This design comes from an exercise in tuning for small area, a short achievable clock period and few clock cycles per item on the open sky130 flow, not from production work. No functional check of the RTL was part of this run. Power and IR drop assume default switching activity.

$ cat flow/config.mk
export PLATFORM = sky130hd
export DESIGN_NAME = trit_dma_top
export DESIGN_NICKNAME = trit_dma_top
export VERILOG_FILES = /design/flow/design.v
export SDC_FILE = /design/flow/constraint.sdc
export NUM_CORES = 4
export LEC_CHECK = 0
export CAP_MARGIN = 20
export CORE_MARGIN = 2
export CORE_UTILIZATION = 65
export CTS_CLUSTER_DIAMETER = 100
export CTS_CLUSTER_SIZE = 25
export SETUP_SLACK_MARGIN = 2.0
export SLEW_MARGIN = 20
export SYNTH_HIERARCHICAL = 1
export TNS_END_PERCENT = 0
$ cat flow/constraint.sdc
create_clock -name core_clock -period 5.0 [get_ports {i_clk}]
set_input_delay 1.0000 -clock core_clock [delete_from_list [all_inputs] [get_ports {i_clk}]]
set_output_delay 1.0000 -clock core_clock [all_outputs]
set_load 0.01 [all_outputs]
$ cat flow/design.v
`default_nettype none
package trit_dma_pkg;
    typedef logic [128-1:0] mword_t;
    typedef logic [28-1:0] maddr_t;
    typedef logic [32-1:0] sword_t;
    typedef logic [3-1:0] saddr_t;
    typedef logic [1:0] trit_t;
    typedef logic [2*27-1:0] trit_row_t;
    typedef logic [63:0] tick_t;
    typedef enum logic [1:0] {
        IDLE,
        LOAD,
        STORE,
        DONE
    } seq_state_t;
endpackage
`default_nettype wire
`timescale 1ns/1ps
`default_nettype none
module wd_bit (
    input  wire [2:0] i_data,
    input  wire [2:0] i_sel,
    output logic      o_bit
);
    assign o_bit = |(i_data & i_sel);
endmodule
`default_nettype wire
`timescale 1ns/1ps
`default_nettype none
module read_master (
    input  wire [28-4:0] i_base,
    input  wire                   i_carry,
    output logic [28-4:0] o_addr
);
    assign o_addr = i_base + (28-3)'(i_carry);
endmodule
`default_nettype wire
`timescale 1ns/1ps
`default_nettype none
module tick_group4 (
    input  wire [3:0]  i_count,
    input  wire        i_carry,
    input  wire        i_clear,
    output logic [3:0] o_count,
    output logic       o_ones
);
    logic [3:0] c;
    assign c[0]    = i_carry;
    assign c[1]    = c[0] & i_count[0];
    assign c[2]    = c[1] & i_count[1];
    assign c[3]    = c[2] & i_count[2];
    assign o_count = (i_count ^ c) & {4{!i_clear}};
    assign o_ones  = &i_count;
endmodule
module tick_prefix16 (
    input  wire [15:0]  i_ones,
    input  wire         i_carry,
    output logic [15:0] o_carry
);
    always_comb begin
        logic run;
        run = i_carry;
        for (int k = 0; k < 16; k++) begin
            o_carry[k] = run;
            run        = run & i_ones[k];
        end
    end
endmodule
`default_nettype wire
`timescale 1ns/1ps
`default_nettype none
module trit_dma_top (
    input  wire                       i_clk,
    input  wire                       i_arst,
    output logic                      o_finish_int,
    input  wire                       i_slave_write,
    input  wire                       i_slave_read,
    input  trit_dma_pkg::saddr_t      i_slave_address,
    input  trit_dma_pkg::sword_t      i_slave_writedata,
    input  wire [32/8-1:0]   i_slave_byteenable,
    output trit_dma_pkg::sword_t      o_slave_readdata,
    output logic                      o_slave_waitrequest,
    output logic                      o_slave_readdatavalid,
    output trit_dma_pkg::maddr_t      o_master_address,
    output logic                      o_master_read,
    output logic                      o_master_write,
    output trit_dma_pkg::mword_t      o_master_writedata,
    output logic [16-1:0]      o_master_byteenable,
    input  wire                       i_master_waitrequest,
    input  trit_dma_pkg::mword_t      i_master_readdata,
    input  wire                       i_master_readdatavalid
);
    localparam int DEPTH = 2;           
    localparam int PTR_W = (DEPTH > 1) ? $clog2(DEPTH) : 1;
    localparam int NB    = 16;
    localparam int LASTW = 6 - 1;
    trit_dma_pkg::sword_t src_reg;
    trit_dma_pkg::sword_t dst_reg;
    trit_dma_pkg::tick_t  tick_cnt;
    logic                 busy;
    logic                 finish;
    logic                 first;      
    logic                 start;
    assign o_slave_waitrequest   = 1'b0;
    assign o_slave_readdatavalid = i_slave_read;
    assign o_finish_int          = finish;
    assign start = i_slave_write && (i_slave_address == 3'd0) &&
                   i_slave_byteenable[0] && i_slave_writedata[1];
    always_ff @(posedge i_clk or posedge i_arst) begin
        if (i_arst) begin
            src_reg <= '0;
            dst_reg <= '0;
        end else if (i_slave_write) begin
            for (int i = 0; i < 32/8; i++) begin
                if (i_slave_byteenable[i]) begin
                    if (i_slave_address == 3'd1) src_reg[8*i +: 8] <= i_slave_writedata[8*i +: 8];
                    if (i_slave_address == 3'd2) dst_reg[8*i +: 8] <= i_slave_writedata[8*i +: 8];
                end
            end
        end
    end
    trit_dma_pkg::tick_t tick_nx;
    logic [15:0]         tick_ones;
    logic [15:0]         tick_carry;
    tick_prefix16 tick_pfx_i (.i_ones(tick_ones), .i_carry(busy), .o_carry(tick_carry));
    for (genvar k = 0; k < 16; k++) begin : g_tick
        tick_group4 tick_grp_i (
            .i_count(tick_cnt[4*k +: 4]), .i_carry(tick_carry[k]), .i_clear(first),
            .o_count(tick_nx[4*k +: 4]), .o_ones(tick_ones[k])
        );
    end
    always_ff @(posedge i_clk or posedge i_arst) begin
        if (i_arst) begin
            tick_cnt <= '0;
        end else begin
            tick_cnt <= tick_nx;
        end
    end
    always_comb begin
        case (i_slave_address)
            3'd0:      o_slave_readdata = {30'd0, busy, finish};
            3'd1:     o_slave_readdata = src_reg;
            3'd2:     o_slave_readdata = dst_reg;
            3'd3: o_slave_readdata = tick_cnt[31:0];
            3'd4: o_slave_readdata = tick_cnt[63:32];
            default:         o_slave_readdata = '0;
        endcase
    end
    logic [2:0]       rd_idx;     
    logic [2:0]       wr_idx;     
    logic [1:0]       avail;      
    logic [1:0]       cred;       
    logic             rd_q;
    logic             wr_q;
    logic             rd_acc;
    logic             wr_acc;
    logic             last_wr;
    logic [2:0]       rd_idx_n;
    logic [2:0]       wr_idx_n;
    logic [1:0]       avail_n;
    logic [1:0]       cred_n;
    logic             room_n;
    logic             rd_n;
    logic             wr_n;
    logic             byp;        
    logic             byp_ok;     
    logic             wr_cur;     
    logic             addr_wr;    
    logic [2:0]           addr_lo;    
    logic                 addr_cy;    
    logic [28-4:0] addr_hi_src;
    logic [28-4:0] addr_hi_dst;
    assign o_master_read       = rd_q;
    assign byp                 = byp_ok && i_master_readdatavalid;
    assign wr_cur              = wr_q || byp;
    assign o_master_write      = wr_cur;
    assign rd_acc              = rd_q && !i_master_waitrequest;
    assign wr_acc              = wr_cur && !i_master_waitrequest;
    assign last_wr             = wr_acc && (wr_idx == 3'(LASTW));
    assign o_master_byteenable = {16{1'b1}};
    assign addr_hi_src         = addr_wr ? dst_reg[28-1:3] : src_reg[28-1:3];
    read_master hi_i (.i_base(addr_hi_src), .i_carry(addr_cy), .o_addr(addr_hi_dst));
    assign o_master_address    = {addr_hi_dst, addr_lo};
    assign rd_idx_n = rd_idx + 3'(rd_acc);
    assign wr_idx_n = wr_idx + 3'(wr_acc);
    assign avail_n  = avail + 2'(i_master_readdatavalid) - 2'(wr_acc);
    assign cred_n   = cred - 2'(rd_acc) + 2'(wr_acc);
    assign room_n   = (rd_idx_n != 3'(LASTW + 1)) && (cred_n != 2'd0);
    assign rd_n     = (rd_q && i_master_waitrequest) ||
                      (!(wr_cur && i_master_waitrequest) && room_n);
    assign wr_n     = (wr_cur && i_master_waitrequest) ||
                      (!(rd_q && i_master_waitrequest) && !room_n && (avail_n != 2'd0));
    always_ff @(posedge i_clk) begin
        addr_wr <= !start && !rd_n;
        if (start) begin
            {addr_cy, addr_lo} <= {1'b0, src_reg[2:0]};
        end else if (!rd_n) begin
            {addr_cy, addr_lo} <= {1'b0, dst_reg[2:0]} + {1'b0, wr_idx_n};
        end else begin
            {addr_cy, addr_lo} <= {1'b0, src_reg[2:0]} + {1'b0, rd_idx_n};
        end
    end
    always_ff @(posedge i_clk or posedge i_arst) begin
        if (i_arst) begin
            busy   <= 1'b0;
            finish <= 1'b0;
            first  <= 1'b0;
            rd_q   <= 1'b0;
            wr_q   <= 1'b0;
            rd_idx <= '0;
            wr_idx <= '0;
            avail  <= '0;
            cred   <= '0;
            byp_ok <= 1'b0;
        end else begin
            first <= start;
            if (start) begin
                busy   <= 1'b1;
                finish <= 1'b0;
                rd_q   <= 1'b1;
                wr_q   <= 1'b0;
                rd_idx <= '0;
                wr_idx <= '0;
                avail  <= '0;
                cred   <= 2'(DEPTH);
                byp_ok <= 1'b0;
            end else begin
                rd_idx <= rd_idx_n;
                wr_idx <= wr_idx_n;
                avail  <= avail_n;
                cred   <= cred_n;
                byp_ok <= busy && !last_wr && !rd_n && !wr_n && (avail_n == 2'd0);
                if (last_wr) begin
                    busy   <= 1'b0;
                    finish <= 1'b1;
                    rd_q   <= 1'b0;
                    wr_q   <= 1'b0;
                end else if (busy) begin
                    rd_q <= rd_n;
                    wr_q <= wr_n;
                end
            end
        end
    end
    logic [2*NB-1:0]  buf_q [DEPTH];
    logic [DEPTH-1:0] rx_sel;     
    logic [DEPTH-1:0] wr_sel;     
    logic             tail_ok;    
    always_ff @(posedge i_clk or posedge i_arst) begin
        if (i_arst) begin
            rx_sel  <= DEPTH'(1);
            wr_sel  <= DEPTH'(1);
            tail_ok <= 1'b1;
        end else if (start) begin
            rx_sel  <= DEPTH'(1);
            wr_sel  <= DEPTH'(1);
            tail_ok <= 1'b1;
        end else begin
            if (i_master_readdatavalid) rx_sel <= {rx_sel[DEPTH-2:0], rx_sel[DEPTH-1]};
            if (wr_acc) begin
                wr_sel  <= {wr_sel[DEPTH-2:0], wr_sel[DEPTH-1]};
                tail_ok <= (wr_idx != 3'(LASTW - 1));
            end
        end
    end
    always_ff @(posedge i_clk) begin
        for (int e = 0; e < DEPTH; e++) begin
            if (i_master_readdatavalid && rx_sel[e]) begin
                for (int j = 0; j < NB; j++) buf_q[e][2*j +: 2] <= i_master_readdata[8*j +: 2];
            end
        end
    end
    logic [2:0] wd_sel;       
    logic [2:0] wd_sel_t;     
    assign wd_sel   = {byp_ok, wr_sel[1] && !byp_ok, wr_sel[0] && !byp_ok};
    assign wd_sel_t = {byp_ok && tail_ok, wr_sel[1] && !byp_ok && tail_ok, wr_sel[0] && !byp_ok};
    for (genvar j = 0; j < NB; j++) begin : g_wd
        logic [1:0] t;
        for (genvar b = 0; b < 2; b++) begin : g_b
            wd_bit wd_bit_i (
                .i_data({i_master_readdata[8*j+b], buf_q[1][2*j+b], buf_q[0][2*j+b]}),
                .i_sel((j == 0) ? wd_sel : wd_sel_t), .o_bit(t[b])
            );
        end
        assign o_master_writedata[8*j +: 8] = {{6{t[1]}}, t};
    end
endmodule
`default_nettype wire
$ cat flow/flow/run.sh
#!/bin/bash
set -euo pipefail
cd "$(dirname "$0")/.."
bash standard.sh BUFFER_PORTS_ARGS="-buffer_cell sky130_fd_sc_hd__buf_1" finish > standard_flow.log 2>&1
$ cat flow/standard.sh
#!/bin/bash
# synth_recipe.tcl (not shown) runs the flow's synth.tcl, then flattens the netlist and writes it again
# the make line also repeats each setting of config.mk as NAME=value (left out here)
make -C /OpenROAD-flow-scripts/flow DESIGN_CONFIG=/design/flow/config.mk WORK_HOME=/design/flow/orfs CLKGATE_MAP_FILE= SYNTH_SCRIPT=/design/flow/synth_recipe.tcl "${@:-finish}"
==> run summary <==
* CTS clk-pin slew, worst paths at 0.09 ns
* Crit path kind: in2out
* Total GRT Usage at 0.280
* PD cells at 478 nW/um^2
* Clock sink total at 218
* Worst IR Drop VDD at 372 uV
* Tmin final at 3.40 ns
* GP Congestion at 0.822
* Clock skew at 0.0194 ns
* Max Transition Viols Final at 0
* WL per Instance at 19.4 um
* CTS Buffer Depth at 3
* Max_cap viols at 0
* Hold Crit Start: src_reg[28]
* ANT nets after route at 0
* Crit end category: primary output
* RSZ-0062 raised after global routing: yes
* Total Wirelength at 26800 um
* Nets at 1389
* Least-Margin Pin Slew at 0.961 ns
* Setup-failing EPs final at 0
* Final period util at 0.681
* Max frequency at 294 MHz
* Vias at 8055
* Crit path DAT at 2.40 ns
* Die ar. at 19000 um^2
* Syn Std Cell Area at 11600 um^2
* IO Count at 382
* Die H at 138 um
* Req. time, crit path at 4.00 ns
* H-tree levels at 1
* Filler cells at 1249
* Worst reg2reg startpoint: byp_ok
* Fraction of layout cells with a size suffix above 1 at 0.166
* Clock Latency Late Sink at 0.47 ns
* Setup TNS at 0 ns
* GRT overflow at 0
* Core Util, Final at 0.736
* Detailed Route Iter0 Violations at 478
* Vias in the first global route at 7593
* Area Overhead vs Synth at 10.0%
* Post-DP HPWL at 19200 um
* Max incr delay on CP at 0.27 ns
* Startpoint types: primary input
* Antenna violations before repair at 4
* Starting Density at 0.669
* Worst Hold Class: reg2reg
* Yosys warning count at 9
* Core area at 17400 um^2
* Die X at 138 um
* Post-Synthesis Cells at 972
* # port buffers at 266
* Total power after layout at 0.00611 W
* Relative slew slack at 0.359
* Endpoints failing hold at 0
* Largest net degree at the start of global routing at 78
* Placed cell count at 1349
* Cts bufs inserted at 12
* Worst Setup SP: i_slave_address[1]
* Clk Tree Root Cell: clkbuf_16
* Crit path cell chain: buf_2 -> and2b_1 -> and2_4 -> buf_4 -> a22oi_1 -> nand2_1 -> buf_1
* Via/cell ratio at 5.83
* Synthesized area per cell at 11.9 um^2
* Status: no timing/DRC/antenna violations
* CP max stage cell: and2_4
* Drt first pass iters at 7
* First-pass GRT wire length at 40700 um
* Final hold slack at 0.516 ns
* Top flop regs: buf_q (64), tick_cnt (64)
* CTS tree: yes
* Drt drc at 0
* CP max FO at 16
* Leak at 5.89 nW
* Post-Layout Cell Count at 1382
* Row count at 48
## worst max-delay path, delay by kind of cell
family,cells,cell delay [ns]
AND/OR/NAND/NOR,3,0.60
buffers and inverters,3,0.66
AO/OA/AOI/OAI,1,0.13
## power by group
group	leakage, nW	switching, W	total (W)	internal, W
clock	0.168	0.000557	0.00104	0.000485
combinational	3.18	0.00163	0.00275	0.00112
sequential	2.54	0.000194	0.00232	0.00213
## layout make-up
| class | instances | area, um^2 | share of cell area |
|---|---|---|---|
| antenna | 1 | 2.50 | 0.000196 |
| clock buffer | 18 | 344 | 0.0269 |
| clock inverter | 2 | 11.3 | 0.000881 |
| inverter | 47 | 180 | 0.0141 |
| multi-input combinational | 579 | 4910 | 0.384 |
| sequential | 218 | 5760 | 0.451 |
| tap | 225 | 282 | 0.0220 |
| timing repair buffer | 292 | 1280 | 0.100 |
## per-layer routing
layer / wire (um) / track usage
met5: 31 / 0
met1: 11700 / 0.391
met3: 1940 / 0.0434
met2: 12800 / 0.475
met4: 281 / 0.0418
## cells in the final DEF (no fill, tap or decap), drive strengths merged, types with 13 or more instances in the layout
| master | n |
|---|---|
| a222oi | 33 |
| buf | 291 |
| and3 | 16 |
| mux2 | 89 |
| inv | 46 |
| ha | 64 |
| a22oi | 61 |
| dfrtp | 146 |
| nor2 | 37 |
| nor2b | 56 |
| xnor2 | 32 |
| edfxtp | 64 |
| and4 | 15 |
| nand4 | 13 |
| nand2 | 51 |
| conb | 17 |
| and2 | 15 |
| clkbuf | 18 |
## through the flow
stage | cell area [um^2] | worst slack, ns
4_1_cts | 12800 | 1.62
2_1_floorplan | 11700 | 1.69
6_report | 12800 | 1.60
5_1_grt | 12800 | 1.49
3_5_place_dp | 12100 | 1.08
3_3_place_gp | 12100 | 1.11
## worst paths after layout
check,end,slack [ns],cells after the start
max in group asynchronous,first,3.44,3
worst min register to register,src_reg[28],0.52,1
worst max register to register,addr_cy,2.11,11
worst max-delay path,o_slave_readdata[15],1.60,7
worst min-delay path,src_reg[28],0.52,1
min in group asynchronous,tick_cnt[27],0.82,3
## what timing repair did
| item | in CTS | in global routing |
|---|---|---|
| setup endpoints to repair | 190 | 188 |
| cloned | 1 | 0 |
| endpoints found under the hold margin | 0 | 0 |
| resized for setup | 54 | 0 |
| hold buffers | 0 | 0 |
| pin swaps | 12 | 1 |
| buffers inserted | 11 | 0 |

[afterwards: timing with drivers on the ports]
How much do the figures lean on ideal ports? The routed layout below was timed once more, with nothing changed but the port constraints.
Step 1: set_driving_cell puts a clkbuf_16 on i_clk and a buf_2 on each other input, an assumption about the parent block.
Step 2 times the ports against the registers' clock, not the clock port: input delays grow and output delays shrink by t, the midpoint of the rising clock arrivals with the driver on.
Three values: no drivers, after step 1, after step 2; two values: the first two.
shift t [ns]: 0.503
slack for setup (ns): 1.595 / 1.531 / 1.351
pins driven straight from the clock port: 1
After both steps setup and hold are still met in this run. The setup slack of this run moves by -0.064 ns with the drivers and by -0.244 ns with both steps.
